What follows belongs to an exercise in optimizing a design on an open flow for small area, a short achievable clock period and few clock cycles; a production flow would make more cautious choices. Function was checked by simulation only, so behaviour that the tests miss may differ from the original. Power is estimated from default activity; no workload was simulated.

===== flow/design.v =====
`default_nettype none
package cpu_isa_pkg;
	typedef logic [15:0] word_t;
	typedef logic [3:0] reg_idx_t;
	typedef enum logic [3:0] {
		HALT  = 4'h0,
		MOV   = 4'h1,
		MOVNZ = 4'h2,
		MOVEZ = 4'h3,
		BUS   = 4'h4,
		MEMR  = 4'h5,
		SET   = 4'h6,
		MEMW  = 4'h7,
		AND   = 4'h8,
		OR    = 4'h9,
		XOR   = 4'hA,
		ADD   = 4'hB,
		SHFT  = 4'hC,
		MUL   = 4'hD,
		GT    = 4'hE,
		EQ    = 4'hF
	} opcode_e;
	typedef struct packed {
		reg_idx_t cond;
		reg_idx_t dst;
		reg_idx_t src;
		opcode_e  op;
	} insn_fields_t;
	typedef struct packed {
		logic       shift_left;
		logic [2:0] shift_amt;
		reg_idx_t   dst;
		reg_idx_t   src;
		opcode_e    op;
	} insn_shift_t;
	typedef union packed {
		insn_fields_t fields;
		insn_shift_t  shift;
	} insn_u;
endpackage
`default_nettype wire
`default_nettype none
package cpu_core_pkg;
	localparam int NUM_REGS = 16;
	localparam int MEM_ADDR_W = 15;
	localparam int PC_W = 16;
	typedef logic [MEM_ADDR_W-1:0] mem_addr_t;
endpackage
`default_nettype wire
`timescale 1ns/10ps
`default_nettype none
module cpu_regfile (
	input  logic                  clk,
	input  logic                  mem_read_ready_stor_reset,
	input  cpu_isa_pkg::reg_idx_t ra_idx,
	output cpu_isa_pkg::word_t    ra_data,
	input  cpu_isa_pkg::reg_idx_t rb_idx,
	output cpu_isa_pkg::word_t    rb_data,
	input  cpu_isa_pkg::reg_idx_t wr_idx,
	input  cpu_isa_pkg::word_t    wr_data,
	input  logic                  wr_en
);
	cpu_isa_pkg::word_t regs [cpu_core_pkg::NUM_REGS];
	cpu_isa_pkg::word_t wd;
	assign wd = mem_read_ready_stor_reset ? '0 : wr_data;
	always_ff @(posedge clk) begin
		for (int i = 0; i < cpu_core_pkg::NUM_REGS; i++) begin
			if (mem_read_ready_stor_reset || (wr_en && wr_idx == 4'(i))) begin
				regs[i] <= wd;
			end
		end
	end
	assign ra_data = regs[ra_idx];
	assign rb_data = regs[rb_idx];
endmodule
`default_nettype wire
`timescale 1ns/10ps
`default_nettype none
module cpu_alu (
	input  cpu_isa_pkg::word_t op_a,
	input  cpu_isa_pkg::word_t op_b,
	input  cpu_isa_pkg::insn_u insn,
	input  cpu_isa_pkg::word_t mul_acc,
	output cpu_isa_pkg::word_t mul_lo,
	output cpu_isa_pkg::word_t result
);
	logic [7:0] mul_hi;
	assign mul_lo = op_a * {8'h00, op_b[7:0]};
	assign mul_hi = op_a[7:0] * op_b[15:8];
	always_comb begin
		result = '0;
		case (insn.fields.op)
			cpu_isa_pkg::AND: result = op_a & op_b;
			cpu_isa_pkg::OR:  result = op_a | op_b;
			cpu_isa_pkg::XOR: result = op_a ^ op_b;
			cpu_isa_pkg::ADD: result = op_a + op_b;
			cpu_isa_pkg::MUL: result = mul_acc + {mul_hi, 8'h00};
			cpu_isa_pkg::GT:  result = (op_a > op_b) ? 16'hFFFF : 16'h0000;
			cpu_isa_pkg::EQ:  result = (op_a == op_b) ? 16'hFFFF : 16'h0000;
			cpu_isa_pkg::SHFT: begin
				if (insn.shift.shift_left) begin
					result = op_a << insn.shift.shift_amt;
				end else begin
					result = op_a >> insn.shift.shift_amt;
				end
			end
			default: result = op_a;
		endcase
	end
endmodule
`default_nettype wire
`timescale 1ns/10ps
`default_nettype none
module cpu_control (
	input  logic                    clk,
	input  logic                    mem_read_ready_stor_reset,
	output cpu_isa_pkg::word_t      prog_addr,
	input  cpu_isa_pkg::word_t      prog_data,
	output cpu_isa_pkg::reg_idx_t   ra_idx,
	input  cpu_isa_pkg::word_t      ra_data,
	output cpu_isa_pkg::reg_idx_t   rb_idx,
	input  cpu_isa_pkg::word_t      rb_data,
	output cpu_isa_pkg::reg_idx_t   wr_idx,
	output cpu_isa_pkg::word_t      wr_data,
	output logic                    wr_en,
	output cpu_isa_pkg::insn_u      alu_insn,
	input  cpu_isa_pkg::word_t      alu_result,
	input  cpu_isa_pkg::word_t      mul_lo,
	output cpu_isa_pkg::word_t      mul_acc,
	output logic                    mem_req,
	output logic                    mem_we,
	output cpu_core_pkg::mem_addr_t mem_addr,
	output cpu_isa_pkg::word_t      mem_wdata,
	input  cpu_isa_pkg::word_t      mem_rdata,
	input  logic                    mem_ready,
	output logic                    halted
);
	cpu_isa_pkg::word_t pc_q;
	cpu_isa_pkg::insn_u ir_q;
	logic halted_q;
	logic mul_ph_q;
	cpu_isa_pkg::word_t acc_q;
	cpu_isa_pkg::opcode_e op;
	logic is_mem;
	logic is_set;
	logic is_mul;
	logic stall;
	logic fetch_halt;
	logic cond_hit;
	logic writes;
	assign op = ir_q.fields.op;
	assign is_mem = (op == cpu_isa_pkg::MEMR) || (op == cpu_isa_pkg::MEMW);
	assign is_set = (op == cpu_isa_pkg::SET);
	assign is_mul = (op == cpu_isa_pkg::MUL);
	assign stall = (is_mem && !mem_ready) || (is_mul && !mul_ph_q);
	assign fetch_halt = !is_set &&
		((prog_data[3:0] == cpu_isa_pkg::HALT) || (prog_data[3:0] == cpu_isa_pkg::BUS));
	always_ff @(posedge clk) begin
		if (mem_read_ready_stor_reset) begin
			pc_q <= '0;
			ir_q <= '0;
			halted_q <= 1'b0;
			mul_ph_q <= 1'b0;
		end else begin
			mul_ph_q <= is_mul && !mul_ph_q;
			if (!stall && !halted_q) begin
				ir_q[15:4] <= prog_data[15:4];
				if (is_set || fetch_halt) begin
					ir_q[3:0] <= cpu_isa_pkg::HALT;
				end else begin
					ir_q[3:0] <= prog_data[3:0];
				end
				if (fetch_halt) begin
					halted_q <= 1'b1;
				end else begin
					pc_q <= pc_q + 16'd1;
				end
			end
		end
	end
	always_ff @(posedge clk) begin
		acc_q <= mul_lo;
	end
	assign mul_acc = acc_q;
	assign ra_idx = ir_q.fields.src;
	assign rb_idx = ir_q.fields.cond;
	assign cond_hit = (op == cpu_isa_pkg::MOVNZ) ? (rb_data != '0) : (rb_data == '0);
	always_comb begin
		case (op)
			cpu_isa_pkg::HALT, cpu_isa_pkg::BUS, cpu_isa_pkg::MEMW: writes = 1'b0;
			cpu_isa_pkg::MOVNZ, cpu_isa_pkg::MOVEZ: writes = cond_hit;
			default: writes = 1'b1;
		endcase
	end
	assign wr_en = writes && !stall;
	assign wr_idx = ir_q.fields.dst;
	assign wr_data = is_set ? prog_data :
		(op == cpu_isa_pkg::MEMR) ? mem_rdata : alu_result;
	assign alu_insn = ir_q;
	assign prog_addr = pc_q;
	assign mem_req = is_mem;
	assign mem_we = (op == cpu_isa_pkg::MEMW);
	assign mem_addr = ra_data[cpu_core_pkg::MEM_ADDR_W-1:0];
	assign mem_wdata = rb_data;
	assign halted = halted_q;
endmodule
`default_nettype wire
`timescale 1ns/10ps
`default_nettype none
module cpu_top (
	input  logic                    clk,
	input  logic                    mem_read_ready_stor_reset,
	output cpu_isa_pkg::word_t      prog_addr,
	input  cpu_isa_pkg::word_t      prog_data,
	output logic                    mem_req,
	output logic                    mem_we,
	output cpu_core_pkg::mem_addr_t mem_addr,
	output cpu_isa_pkg::word_t      mem_wdata,
	input  cpu_isa_pkg::word_t      mem_rdata,
	input  logic                    mem_ready,
	output logic                    halted
);
	cpu_isa_pkg::reg_idx_t ra_idx;
	cpu_isa_pkg::word_t ra_data;
	cpu_isa_pkg::reg_idx_t rb_idx;
	cpu_isa_pkg::word_t rb_data;
	cpu_isa_pkg::reg_idx_t wr_idx;
	cpu_isa_pkg::word_t wr_data;
	logic wr_en;
	cpu_isa_pkg::insn_u alu_insn;
	cpu_isa_pkg::word_t alu_result;
	cpu_isa_pkg::word_t mul_lo;
	cpu_isa_pkg::word_t mul_acc;
	cpu_control cpu_control_i (
		.clk                       (clk),
		.mem_read_ready_stor_reset (mem_read_ready_stor_reset),
		.prog_addr                 (prog_addr),
		.prog_data                 (prog_data),
		.ra_idx                    (ra_idx),
		.ra_data                   (ra_data),
		.rb_idx                    (rb_idx),
		.rb_data                   (rb_data),
		.wr_idx                    (wr_idx),
		.wr_data                   (wr_data),
		.wr_en                     (wr_en),
		.alu_insn                  (alu_insn),
		.alu_result                (alu_result),
		.mul_lo                    (mul_lo),
		.mul_acc                   (mul_acc),
		.mem_req                   (mem_req),
		.mem_we                    (mem_we),
		.mem_addr                  (mem_addr),
		.mem_wdata                 (mem_wdata),
		.mem_rdata                 (mem_rdata),
		.mem_ready                 (mem_ready),
		.halted                    (halted)
	);
	cpu_regfile cpu_regfile_i (
		.clk                       (clk),
		.mem_read_ready_stor_reset (mem_read_ready_stor_reset),
		.ra_idx                    (ra_idx),
		.ra_data                   (ra_data),
		.rb_idx                    (rb_idx),
		.rb_data                   (rb_data),
		.wr_idx                    (wr_idx),
		.wr_data                   (wr_data),
		.wr_en                     (wr_en)
	);
	cpu_alu cpu_alu_i (
		.op_a    (ra_data),
		.op_b    (rb_data),
		.insn    (alu_insn),
		.mul_acc (mul_acc),
		.mul_lo  (mul_lo),
		.result  (alu_result)
	);
endmodule
`default_nettype wire

===== flow/run.sh =====
#!/bin/bash
# synth_recipe.tcl (not shown) runs the flow's synth.tcl, then flattens the netlist and writes it again
# the make line also repeats each setting of config.mk as NAME=value (left out here)
make -C /OpenROAD-flow-scripts/flow DESIGN_CONFIG=/design/flow/config.mk WORK_HOME=/design/flow/orfs CLKGATE_MAP_FILE= SYNTH_SCRIPT=/design/flow/synth_recipe.tcl finish

===== flow/config.mk =====
export PLATFORM = sky130hd
export DESIGN_NAME = cpu_top
export DESIGN_NICKNAME = cpu_top
export VERILOG_FILES = /design/flow/design.v
export SDC_FILE = /design/flow/constraint.sdc
export NUM_CORES = 4
export LEC_CHECK = 0
export CAP_MARGIN = 20
export CORE_MARGIN = 2
export CORE_UTILIZATION = 40
export SLEW_MARGIN = 20

===== flow/constraint.sdc =====
create_clock -name core_clock -period 10.0 [get_ports {clk}]
set_input_delay 2.0000 -clock core_clock [delete_from_list [all_inputs] [get_ports {clk}]]
set_output_delay 2.0000 -clock core_clock [all_outputs]
set_load 0.01 [all_outputs]

==> results by group <==
Floorplanning
  – DIE WIDTH: 238 um
  – Rows: 85
  – Area of the die: 56500 sq um
  – Io pins: 85
  – Core footprint: 53900 sq um
  – Starting density of the core: 40.5%
  – Die Span Y: 238 um

Cells and area
  – Layout net count: ~2400
  – Filler cells: roughly 5000
  – Area Overhead vs Synth: 13.5%
  – Leading cell types in the layout, fill and taps excluded: edfxtp_1, nand2_1, nor2_1
  – Commonest non-fill, non-tap cell in the layout: edfxtp_1
  – Layout cells sized above 1: 11.0%

Clock tree
  – H-Tree Depth: 2
  – Skew-Pair Late Insertion Delay: 0.59 ns
  – Root buffer cell: clkbuf_16
  – CTS sink count: 306
  – Total CTS buffers: 36
  – Post-CTS setup buffer count: 0
  – CTS Hold Bufs: 0
  – Clock buffer depth: 3
  – TritonCTS clock tree: done
  – Post_cts resized: 0
  – Clk slew on worst S/H paths: about 0.060 ns

Yosys
  – Number of enable flip-flop cells after synthesis: 256
  – Sequential area share after synthesis: 39.7%
  – Synth top area cells: edfxtp_1, fa_1, ha_1
  – Asr flop ratio synth: 0%
  – Synth Instances: roughly 2200
  – Seq cells post-synth: slightly above 300
  – Synth area leader: edfxtp_1
  – Share of Yosys cell area claimed by the top area cell type: 35.2%
  – Syn Nets: approximately 2400
  – Mapped Area: 21900 sq um
  – Synthesis Warnings: 4
  – Ys flop type: edfxtp_1
  – Syn Area/Cell: 10.1 sq um
  – Post-synth cell types: 94

STA
  – Setup violations, final: 0
  – Tcrit/Tclk final: about four fifths
  – Slew HR: a little over a fifth
  – TNS Setup: 0 ns
  – Worst Skew: 0.0227 ns
  – Slew @ Worst Pin: between 1 and 1.5 ns
  – Worst hold margin: 0.419 ns
  – Fmax achieved: 124 MHz
  – RSZ-0062 raised after global routing: false
  – Final Hold Fails: 0
  – Slew Viols, Final: 0
  – Period minus WS final: 8.04 ns

Route
  – Vias: roughly 20000
  – DRC viols: 0
  – TritonRoute pass-1 iters: 6
  – WL final: 94300 um
  – Drt wl/cell: roughly 32 um
  – Violation count after the first detailed-route iteration: 3046
  – Vias/cell: about 6.7
  – Final ANT Viol Nets: 0

Power and ir drop
  – Pwr Density: 274 nW/um^2
  – Static Leak: 9.30 nW
  – Max VDD drop: between 300 and 400 uV

Global routing
  – GRT overflow: 0
  – Tot GR Track Use: 33.0%
  – Largest net degree at the start of global routing: 75
  – First-pass GRT wire length: 135000 um
  – Initial antenna violation count: 1
  – Vias in the first global route: 19130

Critical path
  – Kind of critical path: flop to flop
  – Startpoint types: flop
  – RR Startpoint: cpu_control_i.ir_q[7]$_SDFFE_PP0P_
  – Critical path capture point type: flop
  – Worst-path maximum fanout: 40
  – Crit path DAT: 8.29 ns
  – Crit path required time: approximately 10 ns
  – Worst Setup SP: cpu_control_i.ir_q[7]$_SDFFE_PP0P_

Placement
  – Post-DP HPWL: around 68000 um
  – Final Wtd Congestion: between 1 and 1.5
  – I/O Buffers: 84

Job
  – Number of max-cap violations: 0

Min path
  – Hold WC Path Type: flop to flop
  – Hold Crit Start: cpu_control_i.mul_ph_q$_SDFF_PP0_

Run status
  – Run status: no timing/DRC/antenna violations
synth_stat cells (14+ instances only):
| cell type | number |
|---|---|
| a32oi_1 | 14 |
| inv_1 | 150 |
| a21oi_1 | 100 |
| o21ai_0 | 87 |
| xnor2_1 | 42 |
| nor3_1 | 39 |
| nand3_1 | 45 |
| xor2_1 | 18 |
| mux2i_1 | 89 |
| nor2_1 | 162 |
| a22o_1 | 28 |
| edfxtp_1 | 256 |
| a221oi_1 | 29 |
| nor2b_1 | 35 |
| a211oi_1 | 28 |
| a32o_1 | 14 |
| ha_1 | 96 |
| nand2b_1 | 19 |
| nand2_1 | 218 |
| buf_6 | 14 |
| o22ai_1 | 23 |
| buf_2 | 58 |
| mux2_2 | 35 |
| dfxtp_1 | 50 |
| a31oi_1 | 16 |
| buf_4 | 16 |
| a22oi_1 | 44 |
| clkbuf_1 | 57 |
| fa_1 | 74 |
metrics by stage:
step	power, mW	util (%)	setup slack (ns)	cell area [sq um]	std cells
floorplan	4.23	-	3.14	21900	2155
global placement	5.32	43.7	2.32	23600	2867
detailed placement	5.38	43.7	1.96	23600	2868
CTS	6.76	46.0	1.89	24800	2932
global route	7.19	46.0	1.82	24800	2932
finish	6.81	46.0	1.96	24800	2934
metal layers:
layer / wire length, um / share of wire (%) / track usage [%]
met2: 41300 / 44 / 50.9
met3: 11000 / 12 / 8.86
met1: 35900 / 38 / 42.2
met4: 6120 / 6.5 / 17.9
met5: 0 / 0 / 0
power by group:
| part | internal [mW] | switching [mW] | leakage [nW] |
|---|---|---|---|
| combinational | 1.50 | 2.14 | 5.67 |
| clock | 0.793 | 0.577 | 0.586 |
| sequential | 1.63 | 0.171 | 3.04 |
final cells by class:
cell class | count | area [sq um] | area share, %
Antenna cell | 2 | 5.00 | 0.0202
Clock buffer | 42 | 945 | 3.81
Clock inverter | 22 | 270 | 1.09
Inverter | 155 | 582 | 2.34
Multi-Input combinational cell | 1540 | 12000 | 48.2
Sequential cell | 306 | 8710 | 35.1
Tap cell | 696 | 871 | 3.51
Timing Repair Buffer | 171 | 1490 | 6.00
sequential cells by signal, summed over array words and instances (netlist names):
| name | flops |
|---|---|
| cpu_regfile_i.regs | 256 |
| cpu_control_i.acc_q | 16 |
| cpu_control_i.ir_q | 16 |
| cpu_control_i.pc_q | 16 |
| cpu_control_i.halted_q | 1 |
| cpu_control_i.mul_ph_q | 1 |
cells by family after synthesis:
group	synth area share, %
compound gates	18.5
xor+xnor	2.82
fa+ha+maj	12.3
buf+inv	6.39
flops	39.7
mux	7.30
simple gates	13.0
critical path, stage by stage, from the launching register on:
cell	delay, ns
dfxtp_4	0.67
nor2b_1	0.89
a22o_1	0.24
a221oi_1	0.08
o21ai_0	0.35
and2_1	0.68
inv_1	0.53
nor2_1	0.25
fa_1	0.19
inv_1	0.05
fa_1	0.47
fa_1	0.52
fa_1	0.51
inv_1	0.05
ha_1	0.30
xnor2_1	0.14
ha_1	0.30
xnor2_1	0.29
a22oi_1	0.14
o21ai_0	0.12
a211oi_1	0.10
a311oi_4	0.80
worst paths after layout:
path / cells after the start / to / slack (ns)
worst max register to register: 21 / cpu_regfile_i.regs[8][14]$_DFFE_PP_ / 1.96
worst min-delay path: 1 / cpu_control_i.mul_ph_q$_SDFF_PP0_ / 0.42
worst max-delay path: 21 / cpu_regfile_i.regs[8][14]$_DFFE_PP_ / 1.96
worst min register to register: 1 / cpu_control_i.mul_ph_q$_SDFF_PP0_ / 0.42
Testbench counts, summed over its fixed seeds: cycles 12,217.

[afterwards: timing with drivers on the ports]
The flow's constraints put no driver on any port. The routed layout listed below was extracted and timed again, unchanged, in two steps. Step 1 sets driving cells, clkbuf_16 on the clock port and buf_2 on the other inputs (assumed; they add their load-dependent delay and slew). Step 2, shift: input delay + t, output delay - t, t = (earliest + latest rising clock arrival at the registers) / 2. This alone moves slack from input paths to output paths. Three values: no drivers, after step 1, after step 2; two values: the first two.
t, ns: 0.633
setup WS [ns]: 1.964 / 1.964 / 1.964
clock arrival spread, ns: 0.023 / 0.023
worst slew at a driven data input, ns: 0.07
cell pins on the clock port's net: 1
After both steps setup and hold are still met in this run. The setup slack of this run moves by 0.000 ns with the drivers and by 0.000 ns with both steps.
